Context: an optimization exercise on an open-source flow, tuned for small area. The choices shown serve that exercise and are no tape-out recipe. The RTL was checked by simulation tests, not by an equivalence proof against the original design. Power figures rest on the tool's default switching activity, not on a simulated workload.

`design/flow/run.sh`:
```
#!/bin/bash
# synth_recipe.tcl (not shown) runs the flow's synth.tcl, then flattens the netlist and writes it again
# the make line also repeats each setting of config.mk as NAME=value (left out here)
make -C /OpenROAD-flow-scripts/flow DESIGN_CONFIG=/design/flow/config.mk WORK_HOME=/design/flow/orfs CLKGATE_MAP_FILE= SYNTH_SCRIPT=/design/flow/synth_recipe.tcl finish
```
`design/flow/constraint.sdc`:
```
create_clock -name core_clock -period 8.0 [get_ports {apb_if_monitor}]
set_input_delay 1.6000 -clock core_clock [delete_from_list [all_inputs] [get_ports {apb_if_monitor}]]
set_output_delay 1.6000 -clock core_clock [all_outputs]
set_load 0.01 [all_outputs]
```
`design/flow/config.mk`:
```
export PLATFORM = sky130hd
export DESIGN_NAME = apb_bus_monitor
export DESIGN_NICKNAME = apb_bus_monitor
export VERILOG_FILES = /design/flow/design.v
export SDC_FILE = /design/flow/constraint.sdc
export NUM_CORES = 4
export LEC_CHECK = 0
export CAP_MARGIN = 20
export CORE_MARGIN = 2
export CORE_UTILIZATION = 40
export SLEW_MARGIN = 20
```
`design/flow/design.v`:
```
`default_nettype none
package apb_mon_pkg;
    typedef enum logic [1:0] {
        phase_idle   = 2'd0,
        phase_setup  = 2'd1,
        phase_access = 2'd2
    } apb_phase_t;
    typedef enum logic [1:0] {
        viol_no_enable        = 2'd0,
        viol_unstable         = 2'd1,
        viol_enable_held      = 2'd2,
        viol_enable_no_select = 2'd3
    } apb_viol_t;
    typedef logic [3:0] viol_vec_t;
    typedef logic [$clog2(64)-1:0] bin_idx_t;
endpackage
`default_nettype wire
`default_nettype none
module apb_phase_tracker (
    input  wire                       apb_if_monitor,
    input  wire                       rst,
    input  wire                       presetn,
    input  wire                       psel,
    input  wire                       penable,
    input  wire                       pwrite,
    input  wire [32-1:0] paddr,
    input  wire [32-1:0] pwdata,
    input  wire                       pready,
    input  wire                       pslverr,
    output logic                      xfer_done,
    output logic [5:0]                xfer_bin,
    output logic [3:0]                viol_pulse
);
    apb_mon_pkg::apb_phase_t state;
    apb_mon_pkg::apb_phase_t state_next;
    logic                       cap_write;
    logic [32-1:0] cap_addr;
    logic [32-1:0] cap_wdata;
    logic      in_xfer;
    logic      complete;
    logic      changed;
    apb_mon_pkg::viol_vec_t viol_now;
    assign in_xfer  = (state == apb_mon_pkg::phase_setup) || (state == apb_mon_pkg::phase_access);
    assign complete = in_xfer && psel && penable && pready;
    assign changed = (paddr != cap_addr) || (pwrite != cap_write) ||
                     (cap_write && (pwdata != cap_wdata));
    always_comb begin
        state_next = state;
        case (state)
            apb_mon_pkg::phase_idle: begin
                if (psel && !penable) begin
                    state_next = apb_mon_pkg::phase_setup;
                end
            end
            apb_mon_pkg::phase_setup: begin
                if (!psel || !penable || complete) begin
                    state_next = apb_mon_pkg::phase_idle;
                end else begin
                    state_next = apb_mon_pkg::phase_access;
                end
            end
            apb_mon_pkg::phase_access: begin
                if (!psel || complete) begin
                    state_next = apb_mon_pkg::phase_idle;
                end
            end
            default: begin
                state_next = apb_mon_pkg::phase_idle;
            end
        endcase
    end
    always_comb begin
        viol_now = '0;
        viol_now[apb_mon_pkg::viol_no_enable]        = (state == apb_mon_pkg::phase_setup) && !penable;
        viol_now[apb_mon_pkg::viol_unstable]         = in_xfer && psel && penable && changed;
        viol_now[apb_mon_pkg::viol_enable_held]      = xfer_done && penable;
        viol_now[apb_mon_pkg::viol_enable_no_select] = penable && !psel;
    end
    always_ff @(posedge apb_if_monitor) begin
        if (rst || !presetn) begin
            state      <= apb_mon_pkg::phase_idle;
            xfer_done  <= 1'b0;
            viol_pulse <= '0;
        end else begin
            state      <= state_next;
            xfer_done  <= complete;
            viol_pulse <= viol_now;
        end
    end
    always_ff @(posedge apb_if_monitor) begin
        if ((state == apb_mon_pkg::phase_idle) && (state_next == apb_mon_pkg::phase_setup)) begin
            cap_write <= pwrite;
            cap_addr  <= paddr;
            cap_wdata <= pwdata;
        end
        if (complete) begin
            xfer_bin <= {pwrite, pslverr, paddr[32-1 -: 4]};
        end
    end
endmodule
`default_nettype wire
`default_nettype none
module apb_cov_counters (
    input  wire                                  apb_if_monitor,
    input  wire                                  rst,
    input  wire                                  xfer_done,
    input  wire [5:0]                            xfer_bin,
    input  wire [3:0]                            viol_pulse,
    input  wire                                  count_enable,
    input  wire                                  count_clear,
    output logic [64*16-1:0]   bin_counts,
    output logic [16-1:0]              viol_total
);
    logic [16-1:0] bin_q [64];
    logic bin_inc;
    logic total_inc;
    assign bin_inc   = count_enable && xfer_done && (bin_q[xfer_bin] != '1);
    assign total_inc = count_enable && (|viol_pulse) && (viol_total != '1);
    always_ff @(posedge apb_if_monitor) begin
        if (rst || count_clear) begin
            for (int i = 0; i < 64; i++) begin
                bin_q[i] <= '0;
            end
        end else if (bin_inc) begin
            bin_q[xfer_bin] <= bin_q[xfer_bin] + 1'b1;
        end
    end
    always_ff @(posedge apb_if_monitor) begin
        if (rst || count_clear) begin
            viol_total <= '0;
        end else if (total_inc) begin
            viol_total <= viol_total + 1'b1;
        end
    end
    always_comb begin
        for (int i = 0; i < 64; i++) begin
            bin_counts[i*16 +: 16] = bin_q[i];
        end
    end
endmodule
`default_nettype wire
`default_nettype none
module apb_mon_wb_regs (
    input  wire                                apb_if_monitor,
    input  wire                                rst,
    input  wire                                wb_cyc,
    input  wire                                wb_stb,
    input  wire                                wb_we,
    input  wire [7-1:0]           wb_adr,
    input  wire [32-1:0]          wb_wdata,
    output logic                               wb_ack,
    output logic [32-1:0]         wb_rdata,
    input  wire [3:0]                          viol_pulse,
    input  wire [64*16-1:0]  bin_counts,
    input  wire [16-1:0]             viol_total,
    output logic                               count_enable,
    output logic                               count_clear
);
    logic                        wb_req;
    logic                        wr_flags;
    logic                        wr_ctrl;
    logic [7-1:0]   bin_off;
    apb_mon_pkg::bin_idx_t                    bin_sel;
    apb_mon_pkg::viol_vec_t                   clr_mask;
    apb_mon_pkg::viol_vec_t                   flags_q;
    logic [32-1:0]  read_word;
    assign wb_req   = wb_cyc && wb_stb && !wb_ack;
    assign wr_flags = wb_req && wb_we && (wb_adr == 7'(64));
    assign wr_ctrl  = wb_req && wb_we && (wb_adr == 7'(66));
    assign count_clear = wr_ctrl && wb_wdata[1];
    assign clr_mask    = wr_flags ? apb_mon_pkg::viol_vec_t'(wb_wdata) : '0;
    assign bin_off = wb_adr - 7'(0);
    assign bin_sel = apb_mon_pkg::bin_idx_t'(bin_off);
    always_ff @(posedge apb_if_monitor) begin
        if (rst) begin
            wb_ack       <= 1'b0;
            count_enable <= 1'b1;
            flags_q      <= '0;
        end else begin
            wb_ack <= wb_req;
            if (wr_ctrl) begin
                count_enable <= wb_wdata[0];
            end
            flags_q <= (flags_q & ~clr_mask) | viol_pulse;
        end
    end
    always_comb begin
        read_word = '0;
        if (bin_off < 7'(64)) begin
            read_word = 32'(bin_counts[bin_sel*16 +: 16]);
        end else begin
            case (wb_adr)
                7'(64): read_word = 32'(flags_q);
                7'(65): read_word = 32'(viol_total);
                7'(66):       read_word = 32'(count_enable);
                default:                          read_word = '0;
            endcase
        end
    end
    always_ff @(posedge apb_if_monitor) begin
        if (wb_req) begin
            wb_rdata <= read_word;
        end
    end
endmodule
`default_nettype wire
`default_nettype none
module apb_bus_monitor (
    input  wire                        apb_if_monitor,
    input  wire                        rst,
    input  wire                        presetn,
    input  wire                        psel,
    input  wire                        penable,
    input  wire                        pwrite,
    input  wire [32-1:0]  paddr,
    input  wire [32-1:0]  pwdata,
    input  wire [32-1:0]  prdata,
    input  wire                        pready,
    input  wire                        pslverr,
    input  wire                        wb_cyc,
    input  wire                        wb_stb,
    input  wire                        wb_we,
    input  wire [7-1:0]   wb_adr,
    input  wire [32-1:0]  wb_wdata,
    output logic                       wb_ack,
    output logic [32-1:0] wb_rdata
);
    logic                               xfer_done;
    apb_mon_pkg::bin_idx_t                           xfer_bin;
    apb_mon_pkg::viol_vec_t                          viol_pulse;
    logic                               count_enable;
    logic                               count_clear;
    logic [64*16-1:0] bin_counts;
    logic [16-1:0]            viol_total;
    apb_phase_tracker i_apb_phase_tracker (
        .apb_if_monitor (apb_if_monitor),
        .rst            (rst),
        .presetn        (presetn),
        .psel           (psel),
        .penable        (penable),
        .pwrite         (pwrite),
        .paddr          (paddr),
        .pwdata         (pwdata),
        .pready         (pready),
        .pslverr        (pslverr),
        .xfer_done      (xfer_done),
        .xfer_bin       (xfer_bin),
        .viol_pulse     (viol_pulse)
    );
    apb_cov_counters i_apb_cov_counters (
        .apb_if_monitor (apb_if_monitor),
        .rst            (rst),
        .xfer_done      (xfer_done),
        .xfer_bin       (xfer_bin),
        .viol_pulse     (viol_pulse),
        .count_enable   (count_enable),
        .count_clear    (count_clear),
        .bin_counts     (bin_counts),
        .viol_total     (viol_total)
    );
    apb_mon_wb_regs i_apb_mon_wb_regs (
        .apb_if_monitor (apb_if_monitor),
        .rst            (rst),
        .wb_cyc         (wb_cyc),
        .wb_stb         (wb_stb),
        .wb_we          (wb_we),
        .wb_adr         (wb_adr),
        .wb_wdata       (wb_wdata),
        .wb_ack         (wb_ack),
        .wb_rdata       (wb_rdata),
        .viol_pulse     (viol_pulse),
        .bin_counts     (bin_counts),
        .viol_total     (viol_total),
        .count_enable   (count_enable),
        .count_clear    (count_clear)
    );
endmodule
`default_nettype wire
```
==> impl_metrics.toml <==
[status]
status = "no timing/DRC/antenna violations"

[logic_synthesis]
synth-async-reset-ratio_pct = 0
syn-mean-instance-area_um2 = 14.90
ys_seq_area_share_pct = 57.40
synthDominantCellAreaShare_pct = 56.22
syn-cell-area_um2 = 59340
yosys_register_bits = 1146
synth-edff-count = 1111
netlist_instances = 3983
synth_ff_type = "edfxtp_1"
synth_area_leaders = "edfxtp_1 (56%), mux4_2 (21%), nor2_1 (6.5%)"
synthDistinctLibCells = 89
yosys_warnings = 3
synthDominantAreaCellType = "edfxtp_1"

[floorplanning]
floorplan_die_width_um = 389.2
std_cell_rows = 141
dieArea_um2 = 151500
die-height_um = 389.2
ios = 179
fp.coreArea_um2 = 147500
starting_density_of_the_core_pct = 40.24

[worst_hold_path]
timing.hold.worst.start = "i_apb_mon_wb_regs.wb_ack"
min_delay_path_depth = 1
min_delay_worst_endpoint = "i_apb_mon_wb_regs.wb_ack"
worstHoldPathType = "flop to flop"

[timing]
max_freq_mhz = 155.7
slew_headroom_pct = 12.47
report.final.hold_viol_count = 0
timing_max_transition_violations_final = 0
finalSetupViolations = 0
sum_of_negative_setup_slack_ns = 0
hold_slack_ns = 0.4449
timing.final.crit_share_pct = 80.28
grt_setup_unrepaired = "no"
period_needed_ns = 6.423
skew_ns = 0.03301
actual_slew_at_the_worst_max_slew_pin_ns = 1.280

[routing]
dr_pass1_iterations = 5
totalWireLength_um = 194100
drt.antenna.violating_nets = 0
routed-wl-met3_um = 25000
first_iter_violations = 5251
highest-signal-layer = "met5"
viasPerCell = 6.284
detail_route.drc_violations = 0
wl_per_cell_um = 32.48
routed-wl-met2_um = 85970
m1WireLength_um = 72730
vias = 37540

[grt]
global_route.usage.total_pct = 25.56
global_route_wire_length_before_repair_um = 275900
grt_antenna_before_repair = 10
number_of_global_route_vias_before_repair = 36590
grt_start_max_net_pins = 85
globalRouteOverflowTotal = 0

[worst_setup_path]
crit_path_start_kind = "flop"
critPathKind = "flop to flop"
rr_endpoint = "i_apb_cov_counters.bin_q[20][15]"
worst-r2r-cell-count = 14
cp.required_ns = 8.25
kind_of_end_point_of_the_critical_path = "flop"
worstPathMaxFanout = 77
setup.reg_to_reg.worst_slack_ns = 1.58
worst-endpoint-arrival_ns = 6.67

[pwr]
power.leakage_nw = 22.16
worst_ir_drop_vdd_mv = 0.1645
pd_cells_nw_per_um2 = 206.4

[layout]
num-fill-cells = 13020
final_core_util_pct = 44.46
num-nets-final = 4090
layout-area-overhead-vs-synth_pct = 10.50
drive_above_1_share_pct = 24.42
finish.instance_area_um2 = 65570

[cts]
cts_buffers = 121
clock_tree.root_cell = "clkbuf_16"
postCtsResizedCells = 0
cts.hold.buffers_added = 0
cts_sinks = 1146
clockBufferDepth = 3
h-tree-depth = 3
post_cts_buffers = 0
clk-insertion-delay-late_ns = 0.77
cts.clk_slew.worst_paths_ns = 0.06
cts_tree = "yes"

[job]
drv.max_cap_violation_count = 0

[placement]
portBuffers = 102
place_congestion = 0.9483
dpl-instance-area_um2 = 61670
dp.final_hpwl_um = 127600
==> cell type report <==
type	instances	area (um^2)	share of cell area, %
multi-input combinational	2386	22750	34.69
clock inverter	70	540.5	0.8243
tap	1930	2415	3.683
clock buffer	157	3244	4.948
antenna	3	7.507	0.01145
sequential	1146	34080	51.97
timing repair buffer	264	2467	3.763
inverter	19	72.57	0.1107
==> how the worst max path moves through the flow <==
stage | start | to | cells after the start
after global routing | flop | i_apb_cov_counters.bin_q[20][5] | 14
final | flop | i_apb_cov_counters.bin_q[20][15] | 14
after floorplan | penable | i_apb_phase_tracker.cap_addr[0] | 7
after detailed placement | wb_adr[4] | i_apb_cov_counters.bin_q[59][2] | 8
after global placement | wb_adr[4] | i_apb_cov_counters.bin_q[20][15] | 8
after CTS | flop | i_apb_cov_counters.bin_q[27][9] | 12
==> registers in the layout (all words and copies together), names as in the netlist, 2 cells and up, named ones only <==
name                            cells
i_apb_cov_counters.bin_q         1024
i_apb_cov_counters.viol_total      16
i_apb_mon_wb_regs.flags_q           4
i_apb_mon_wb_regs.wb_rdata         16
i_apb_phase_tracker.cap_addr       32
i_apb_phase_tracker.cap_wdata      32
i_apb_phase_tracker.state           2
i_apb_phase_tracker.viol_pulse      4
i_apb_phase_tracker.xfer_bin        6
==> worst max-delay path: stages (launching register included) <==
cell and delay, ns:
dfxtp_4 0.74, buf_12 0.54, mux4_2 0.36, mux2i_1 0.07, a32oi_1 0.44, nand3_1 0.39
nand2_1 0.15, ha_1 0.28, or3b_1 0.43, or2_2 0.39, nor4_4 0.32, buf_4 0.42
or3_1 0.18, buf_4 0.30, nand2_1 0.69
==> where the power goes <==
group | switching (W) | internal (W) | leakage (nW)
Clock | 0.00246 | 0.00299 | 1.85
Combinational | 0.000723 | 0.000471 | 8.63
Sequential | 0.000108 | 0.00678 | 11.7
Total | 0.00329 | 0.0102 | 22.2
==> layout by cell type (no fill, tap or decap), types with 14 or more instances in the layout <==
| master | count |
|---|---|
| dfxtp_1 | 31 |
| buf_4 | 149 |
| clkdlybuf4s50_1 | 98 |
| nand3_1 | 47 |
| nand4_1 | 21 |
| edfxtp_1 | 1111 |
| or3_1 | 29 |
| nor2_2 | 32 |
| mux2i_1 | 42 |
| clkbuf_16 | 122 |
| conb_1 | 16 |
| clkbuf_1 | 29 |
| a22o_1 | 18 |
| mux4_2 | 558 |
| a22oi_1 | 18 |
| clkinv_1 | 26 |
| mux4_1 | 43 |
| xor2_1 | 22 |
| nor3_1 | 16 |
| or4_1 | 39 |
| clkinv_2 | 25 |
| nand2_1 | 184 |
| nor2_1 | 1029 |
| inv_1 | 14 |
| xnor2_1 | 52 |
| a21oi_1 | 21 |
==> Yosys cell counts (21+ instances only) <==
cell      count
buf_4        51
or4_1        39
mux4_1       43
nor2_1     1031
nand4_1      21
a21oi_1      22
mux2i_1      42
buf_6        67
nand2_1     187
nor2_2       30
buf_2        94
mux4_2      558
or3_1        29
clkbuf_1    178
buf_1        37
nand3_1      47
xnor2_1      56
edfxtp_1   1111
dfxtp_1      35
xor2_1       28
==> through the flow <==
step	setup slack [ns]	power (W)	std cells
3_3_place_gp	1.372	0.008166	5740
2_1_floorplan	1.618	0.007670	3998
5_1_grt	1.440	0.01386	5973
6_report	1.577	0.01354	5975
4_1_cts	1.612	0.01356	5968
3_5_place_dp	1.318	0.008184	5741
==> layer usage <==
layer,global-route usage [%],vias to the layer above
li1,-,15180
met3,7.589,391
met4,11.66,8
met2,37.88,2480
met1,34.78,19490
met5,0,-
==> logic make-up after synthesis <==
kind of cell    count (synthesis)  synth area share (%)
fa+ha+maj                       6                0.1265
buf+inv                       466                 4.765
compound gates                158                 1.971
flops                        1146                 57.40
other cells                     1              0.006319
mux                           645                 23.83
simple gates                 1475                 10.61
xor+xnor                       86                 1.295

[separate check: timing with driven ports]
The flow's constraints put no driver on any port. The routed layout listed below was extracted and timed again, unchanged, in two steps.
Step 1: set_driving_cell puts a clkbuf_16 on apb_if_monitor and a buf_2 on each other input, an assumption about the parent block.
Step 2, shift: input delay + t, output delay - t, t = (earliest + latest rising clock arrival at the registers) / 2. This alone moves slack from input paths to output paths.
Slacks: ideal ports / drivers / drivers and shift; pairs: ideal ports / drivers.
t, ns: 0.829
slack for setup (ns): 1.577 / 1.577 / 1.158
cell pins on the clock port's net: 1
After both steps setup and hold are still met in this run. For this run, drivers alone change the setup slack by 0.000 ns; drivers and shift together by -0.419 ns.
